This is an optimization exercise on Yosys and OpenROAD, whose aim is small area, a short achievable clock period and few clock cycles per item, not a production implementation.
Function not checked in this run: the RTL went through the layout flow alone.
Power and IR drop assume default switching activity.

$ cat flow/run.sh
#!/bin/bash
# The standard layout (standard.sh, ORFS make), with plain buffers on
# the ports instead of the delay cells buffer_ports picks by default.
# Each ORFS step logs to its own file under orfs/logs; make's output goes
# to make.log and the DEF export's to write_def.log.
set -euo pipefail
export BUFFER_PORTS_ARGS="-buffer_cell sky130_fd_sc_hd__buf_2"

bash standard.sh > make.log 2>&1
$ cat standard.sh
#!/bin/bash
# synth_recipe.tcl (not shown) runs the flow's synth.tcl, then flattens the netlist and writes it again
# the make line also repeats each setting of config.mk as NAME=value (left out here)
make -C /OpenROAD-flow-scripts/flow DESIGN_CONFIG=/design/flow/config.mk WORK_HOME=/design/flow/orfs CLKGATE_MAP_FILE= SYNTH_SCRIPT=/design/flow/synth_recipe.tcl "${@:-finish}"
$ cat config.mk
export PLATFORM = sky130hd
export DESIGN_NAME = second_pipe_top
export DESIGN_NICKNAME = second_pipe_top
export VERILOG_FILES = /design/flow/design.v
export SDC_FILE = /design/flow/constraint.sdc
export NUM_CORES = 4
export LEC_CHECK = 0
export ABC_AREA = 1
export CAP_MARGIN = 20
export CORE_MARGIN = 2
export CORE_UTILIZATION = 40
export SETUP_SLACK_MARGIN = 2.0
export SLEW_MARGIN = 20
$ cat constraint.sdc
create_clock -name core_clock -period 5.0 [get_ports {clk}]
set_input_delay 1.0000 -clock core_clock [delete_from_list [all_inputs] [get_ports {clk}]]
set_output_delay 1.0000 -clock core_clock [all_outputs]
set_load 0.01 [all_outputs]
$ cat design.v
package second_pipe_pkg;
    typedef enum logic [5-1:0] {
        op_none = 5'd0,
        op_add  = 5'd1,
        op_addu = 5'd2,
        op_sub  = 5'd3,
        op_subu = 5'd4,
        op_slt  = 5'd5,
        op_sltu = 5'd6,
        op_and  = 5'd7,
        op_or   = 5'd8,
        op_xor  = 5'd9,
        op_nor  = 5'd10,
        op_sll  = 5'd11,
        op_srl  = 5'd12,
        op_sra  = 5'd13,
        op_lui  = 5'd14
    } alu_op_t;
    typedef struct packed {
        alu_op_t                op;
        logic [32-1:0]     a;
        logic [32-1:0]     b;
        logic                   wr_en;
        logic [5-1:0] wr_addr;
        logic [14-1:0]      exc;
    } dec_t;
    typedef struct packed {
        logic                   wr_en;
        logic [5-1:0] wr_addr;
        logic [32-1:0]     wr_data;
        logic [14-1:0]      exc;
    } res_t;
endpackage
module issue_capture (
    input  logic clk,
    input  logic reset,
    input  logic in_req,
    output logic in_ack,
    input  logic out_req,
    input  logic out_ack,
    output logic take
);
    assign take = in_req && !in_ack && !out_req && !out_ack;
    always_ff @(posedge clk) begin
        if (reset) in_ack <= 1'b0;
        else       in_ack <= in_req && (in_ack || take);
    end
endmodule
module alu_execute (
    input  logic [32-1:0]     instr,
    input  logic [1:0]             pc_lo,
    input  logic [32-1:0]     rs_val,
    input  logic [32-1:0]     rt_val,
    input  logic [14-1:0]      exc_in,
    input  logic                   is_nop,
    input  logic                   load,
    output logic                   wr_ok,
    output logic [5-1:0] wr_addr,
    output logic [32-1:0]     wr_data,
    output logic [14-1:0]      exc
);
    logic [5:0]  opcode;
    logic [5:0]  funct;
    logic        rtype;
    logic        itype;
    logic        legal;
    logic        sub;
    logic        ov_op;
    logic        uns;
    logic [1:0]  lop;
    logic        lui;
    logic [31:0] b;
    logic [31:0] bx;
    logic [32:0] sum;
    logic        ovf;
    logic        lt;
    logic [31:0] lres;
    logic [4:0]  sh;
    logic        sh_left;
    logic        fill;
    logic [31:0] sh_in;
    logic [31:0] sh_out;
    logic [31:0] sh_res;
    assign opcode = instr[31:26];
    assign funct  = instr[5:0];
    assign rtype  = (opcode == 6'b000000);
    assign itype  = (opcode[5:3] == 3'b001);
    assign legal = rtype ? ((funct[5:3] == 3'b100) ||
                            (funct[5:1] == 5'b10101) ||
                            (funct[5:3] == 3'b000 && funct[1:0] != 2'b01))
                         : itype;
    logic ri;
    assign ri = !opcode[3];
    assign b = ri ? rt_val :
               {{16{instr[15] & ~opcode[2]}}, instr[15:0]};
    assign sub = ri ? (funct[1] & ~funct[2]) : (opcode[1] & ~opcode[2]);
    assign bx  = b ^ {32{sub}};
    logic [33:0] sum_c;
    assign sum_c = {1'b0, rs_val, 1'b1} + {1'b0, bx, sub};
    assign sum   = sum_c[33:1];
    assign ov_op = rtype ? (funct[5:2] == 4'b1000 && !funct[0])
                         : (opcode == 6'b001000);
    assign ovf   = (rs_val[31] == bx[31]) && (sum[31] != rs_val[31]);
    assign uns = ri ? funct[0] : opcode[0];
    assign lt  = uns ? !sum[32] :
                 ((rs_val[31] != b[31]) ? rs_val[31] : sum[31]);
    logic [31:0] p;
    logic [31:0] g;
    logic [31:0] lui_v;
    assign p     = rs_val ^ bx;
    assign g     = rs_val & bx;
    assign lop   = ri ? funct[1:0] : opcode[1:0];
    assign lui   = !ri;
    assign lui_v = {instr[15:0], 16'h0000};
    always_comb begin
        case (lop)
            2'b00:   lres = g;
            2'b01:   lres = p | g;
            2'b10:   lres = p;
            default: lres = lui ? lui_v : ~(p | g);
        endcase
    end
    assign sh      = funct[2] ? rs_val[4:0] : instr[10:6];
    assign sh_left = !funct[1];
    assign fill    = funct[0] & rt_val[31];
    always_comb begin
        for (int i = 0; i < 32; i++) sh_in[i] = sh_left ? rt_val[31-i] : rt_val[i];
    end
    assign sh_out = $unsigned($signed({fill, sh_in}) >>> sh);
    always_comb begin
        for (int i = 0; i < 32; i++) sh_res[i] = sh_left ? sh_out[31-i] : sh_out[i];
    end
    logic sel_sh;
    logic sel_lt;
    logic sel_log;
    logic sel_sum;
    assign sel_sh  = load & ri & ~funct[5];
    assign sel_lt  = load & (ri ? (funct[5] & funct[3]) : (~opcode[2] & opcode[1]));
    assign sel_log = load & (ri ? (funct[5] & ~funct[3] & funct[2]) : opcode[2]);
    assign sel_sum = load & (ri ? (funct[5] & ~funct[3] & ~funct[2]) : (~opcode[2] & ~opcode[1]));
    assign wr_data = ({32{sel_sh}} & sh_res) | ({32{sel_log}} & lres) |
                     ({32{sel_sum}} & sum[31:0]) | {31'd0, sel_lt & lt};
    assign wr_addr = {5{load}} & (ri ? instr[15:11] : instr[20:16]);
    assign wr_ok   = load && legal && !is_nop;
    always_comb begin
        exc = exc_in;
        if (ov_op && ovf && !is_nop)  exc[1] = 1'b1;
        if (!legal && !is_nop)        exc[2] = 1'b1;
        if (pc_lo != 2'b00)           exc[6] = 1'b1;
        exc = exc & {14{load}};
    end
endmodule
module result_handshake (
    input  logic clk,
    input  logic reset,
    input  logic take,
    output logic out_req,
    input  logic out_ack
);
    always_ff @(posedge clk) begin
        if (reset) out_req <= 1'b0;
        else       out_req <= take || (out_req && !out_ack);
    end
endmodule
module second_pipe_top (
    input  logic                   clk,
    input  logic                   reset,
    input  logic                   in_req,
    output logic                   in_ack,
    input  logic [32-1:0]     instr,
    input  logic [32-1:0]     pc,
    input  logic [32-1:0]     rs_val,
    input  logic [32-1:0]     rt_val,
    input  logic [14-1:0]      exc_in,
    input  logic                   is_nop,
    output logic                   out_req,
    input  logic                   out_ack,
    output logic                   wr_en,
    output logic [5-1:0] wr_addr,
    output logic [32-1:0]     wr_data,
    output logic [14-1:0]      exc_out
);
    logic                   x_wr_ok;
    logic [5-1:0] x_wr_addr;
    logic [32-1:0]     x_wr_data;
    logic [14-1:0]      x_exc;
    logic                   take;
    logic                   wr_ok_q;
    alu_execute u_execute (
        .instr(instr), .pc_lo(pc[1:0]), .rs_val(rs_val), .rt_val(rt_val),
        .exc_in(exc_in), .is_nop(is_nop), .load(!out_req),
        .wr_ok(x_wr_ok), .wr_addr(x_wr_addr), .wr_data(x_wr_data), .exc(x_exc)
    );
    issue_capture u_capture (
        .clk(clk), .reset(reset), .in_req(in_req), .in_ack(in_ack),
        .out_req(out_req), .out_ack(out_ack), .take(take)
    );
    result_handshake u_result (
        .clk(clk), .reset(reset), .take(take),
        .out_req(out_req), .out_ack(out_ack)
    );
    always_ff @(posedge clk) begin
        wr_ok_q <= x_wr_ok | (out_req & wr_ok_q);
        wr_addr <= x_wr_addr | ({5{out_req}} & wr_addr);
        wr_data <= x_wr_data | ({32{out_req}} & wr_data);
        exc_out <= x_exc | ({14{out_req}} & exc_out);
    end
    assign wr_en = wr_ok_q && (exc_out == '0);
endmodule
==> notes.md <==
vias in the first global route 11200; root buffer selected by CTS clkbuf_16; clock share of power 0.121; I/O pins about 200; RSZ-0062 raised after global routing true; Fmax around 290 MHz; post-synth top area share 0.171; final hold vios 0; flip-flop and latch area between 1000 and 1500 um^2; kind of critical path input port to register; Worst-Margin Slew 0.762 ns; EDFF count, synth 19; most numerous cell in the Yosys netlist nand2_1; crit-path max cell delay slightly above 0.3 ns; H-tree levels 2; routed wire length around 47 mm; via/cell ratio 6.08; fillers 2177; switch share 0.510; die area 24100 um^2; Layout Cells excl Fill about 2100; # placed instances 1996; Initial Util 0.406; initial DRC count 1604; worst reg2reg startpoint u_result.out_req; R2R setup slack 2.46 ns; syn nets 1817; Finish-stage setup viols 0; # Max-Cap Violations 0; # diodes 0; Final ANT Viol Nets 0; multiplexer share of the synthesized area 0; Die Height 155 um; first-pass GRT wire length 67.6 mm; register area share after synthesis 0.139; combinational share of power 0.702; Period minus WS final approximately 3.4 ns; Area contributors post-synth nand2_1 (17%), nand3_1 (13%), ha_1 (8.7%); Critical Path Sink Type register; Synth Cell Area 9160 um^2; yosys warns 4; Syn Inst Count around 1600; sw power between 1.5 and 2 mW; Data arrival, critical path about 3.5 ns; CP required 5.06 ns; DR pass1 iterations 6; max-slew headroom at the worst pin 0.492; highest fanout seen on the critical path 8; ys flop type dfxtp_1; largest net degree at the start of global routing between 50 and 60; fraction of registers with async set/reset 0; worst path cell trace buf_12 -> buf_4 -> nand2_4 -> nand2_8 -> buf_12 -> buf_12 -> xor2_2 -> buf_4 -> ha_4 -> nand2_1 -> nor3_2 -> nand2_1 -> nor2_2 -> nand2_4 -> nand2_2 -> xor2_2 -> o21bai_1; initial antenna violation count 0; Slew Viols, Final 0; Core Box Area 22600 um^2; Clock Sinks between 50 and 60; reg2reg end wr_data[13]; adder-cell share of the synthesized area 0.0874; Yosys top cell by area nand2_1; worst clock skew 0.0210 ns; #FFs+latches synth 54; multi-input logic area 8610 um^2; Final period util 0.680; Seq pwr share 0.178; main combinational cell family by area after synthesis simple AND/OR/NAND/NOR gates; Commonest cells post-synth nand2_1 (417), nand3_1 (235), inv_1 (181); crit path max-delay cell type ha_4; XOR/XNOR Fraction of Synth Area 0.0325; CTS buffer count 5; DR vias 12800; simple-gate share of the synthesized area 0.375; Hold Buf Count CTS 0; Final #Nets approximately 2000; Leak 5.96 nW; hold crit path type register to register; Placed Area roughly 10000 um^2; Max VDD drop 0.237 mV; syn_area_per_cell roughly 5.7 um^2; Distinct cells, synth 54; Worst Hold Launch wr_ok_q; most used cell, CP buf_12; Skew-Pair Late Insertion Delay around 0.33 ns; Max Root-Sink Buffers 2; hold path endpoint wr_ok_q; Final HPWL DP 34.2 mm; area delta synth->final 44.2%; critical path's top delay family simple AND/OR/NAND/NOR gates; share of post-route cells with drive strength above 1 0.338; clk slew on worst S/H paths ~0.070 ns; Synth Area in Compound Gates 0.245; wire per inst ~22 um; CP bufs+invs 5; Power Density between 200 and 300 nW/um^2; total gr overflow 0; Finished Cell Area 13200 um^2; P_int ~1.6 mW; FF-to-FF path depth 7; row count 55; port bufs 165; WHS Path Cells 2; outcome complete, no violations; DRC viols 0; Setup TNS 0 ns; CP startpoint kind input port; Chip Width 155 um; CTS tree built; GPL Wtd Cong 1.03; All-Layer GR Usage 0.370
==> cell families (layout without fill, tap and decap cells) <==
family | Yosys count | in the layout
xor+xnor | 34 | 34
buf+inv | 275 | 480
simple gates | 793 | 795
flops | 54 | 54
compound gates | 386 | 386
fa+ha+maj | 64 | 64
==> repair_timing <==
| action | in CTS | in global routing |
|---|---|---|
| endpoints found under the setup margin | 33 | 33 |
| pin swaps | 93 | 63 |
| gates cloned | 7 | 4 |
| gates resized for setup | 299 | 148 |
| setup buffers | 60 | 23 |
==> metal layers <==
| metal | share of wire | global-route usage |
|---|---|---|
| met4 | 0.060 | 0.193 |
| met2 | 0.43 | 0.571 |
| met3 | 0.11 | 0.0582 |
| met5 | 0 | 0 |
| met1 | 0.40 | 0.499 |
==> per-stage QoR <==
step / power, mW / utilization / setup WS, ns / hold slack, ns
after global placement: 2.21 / 0.456 / 0.500 / 0.448
after CTS: 3.03 / 0.544 / 1.70 / 0.476
final: 3.32 / 0.585 / 1.60 / 0.469
after detailed placement: 2.22 / 0.456 / 0.517 / 0.455
after global routing: 3.49 / 0.585 / 1.54 / 0.490
after floorplan: 1.68 / - / 1.80 / 0.437
==> final cells by class <==
cell class,count,area share
Clock buffer,5,0.00948
Clock inverter,3,0.00199
Inverter,195,0.0592
Multi-Input combinational cell,1279,0.652
Sequential cell,54,0.0963
Tap cell,285,0.0270
Timing Repair Buffer,274,0.151
Timing Repair inverter,3,0.00237
==> cells in the final DEF, fill, tap and decap left out, drive strengths merged, types with 4 or more instances in the layout <==
master    instances
dfxtp            35
clkinvlp          4
nand4            10
clkinv            5
xor2             32
nand2           433
nor4              8
clkbuf            7
nand3b            5
ha               64
o21a              9
buf             270
nand3           236
o22ai            15
o221ai           10
a21oi           109
o21ai           169
inv             192
a31oi            11
or2               5
nor2             86
o211ai           33
o21bai            5
nor3             10
a211oi           16
edfxtp           19
==> how the worst max path moves through the flow <==
stage                       endpoint  cells after the start      start
after global placement    wr_data[0]                     17  instr[29]
after floorplan             register                     17   instr[1]
final                       register                     17  instr[29]
after CTS                   register                     20  instr[29]
after global routing        register                     17  instr[29]
after detailed placement  wr_data[0]                     17  instr[29]
==> power by group through the flow <==
| stage | registers [mW] | clock network, mW | logic [mW] |
|---|---|---|---|
| after global routing | 0.596 | 0.413 | 2.48 |
| after detailed placement | 0.596 | 0 | 1.62 |
| after global placement | 0.596 | 0 | 1.62 |
| after floorplan | 0.619 | 0 | 1.06 |
| after CTS | 0.588 | 0.404 | 2.04 |
| final | 0.590 | 0.401 | 2.33 |
==> worst register-to-register path: stages, from the launching register on <==
cell and delay [ns]:
dfxtp_1 0.35, buf_4 0.45, o21a_2 0.58, clkinv_2 0.47
nand2_1 0.19, o21ai_1 0.09, nor2_2 0.20, nand2_1 0.10

[afterwards: timing with drivers on the ports]
In the flow no input, the clock included, has a driving cell. The finished layout below was timed again as built, in two steps.
Step 1, drivers: a clkbuf_16 drives clk and a buf_2 each remaining input, both assumed.
Step 2, shift: input delay + t, output delay - t, t = (earliest + latest rising clock arrival at the registers) / 2. This alone moves slack from input paths to output paths.
Three values: ideal ports, drivers, drivers and shift; two values: the first two.
t, ns: 0.364
setup WS [ns]: 1.598 / 1.593 / 1.228
hold slack, ns: 0.469 / 0.469 / 0.469
latest minus earliest clock arrival (ns): 0.029 / 0.029
cell pins on the clock port's net: 1
After both steps setup and hold are still met in this run. The setup slack of this run moves by -0.005 ns with the drivers and by -0.370 ns with both steps.
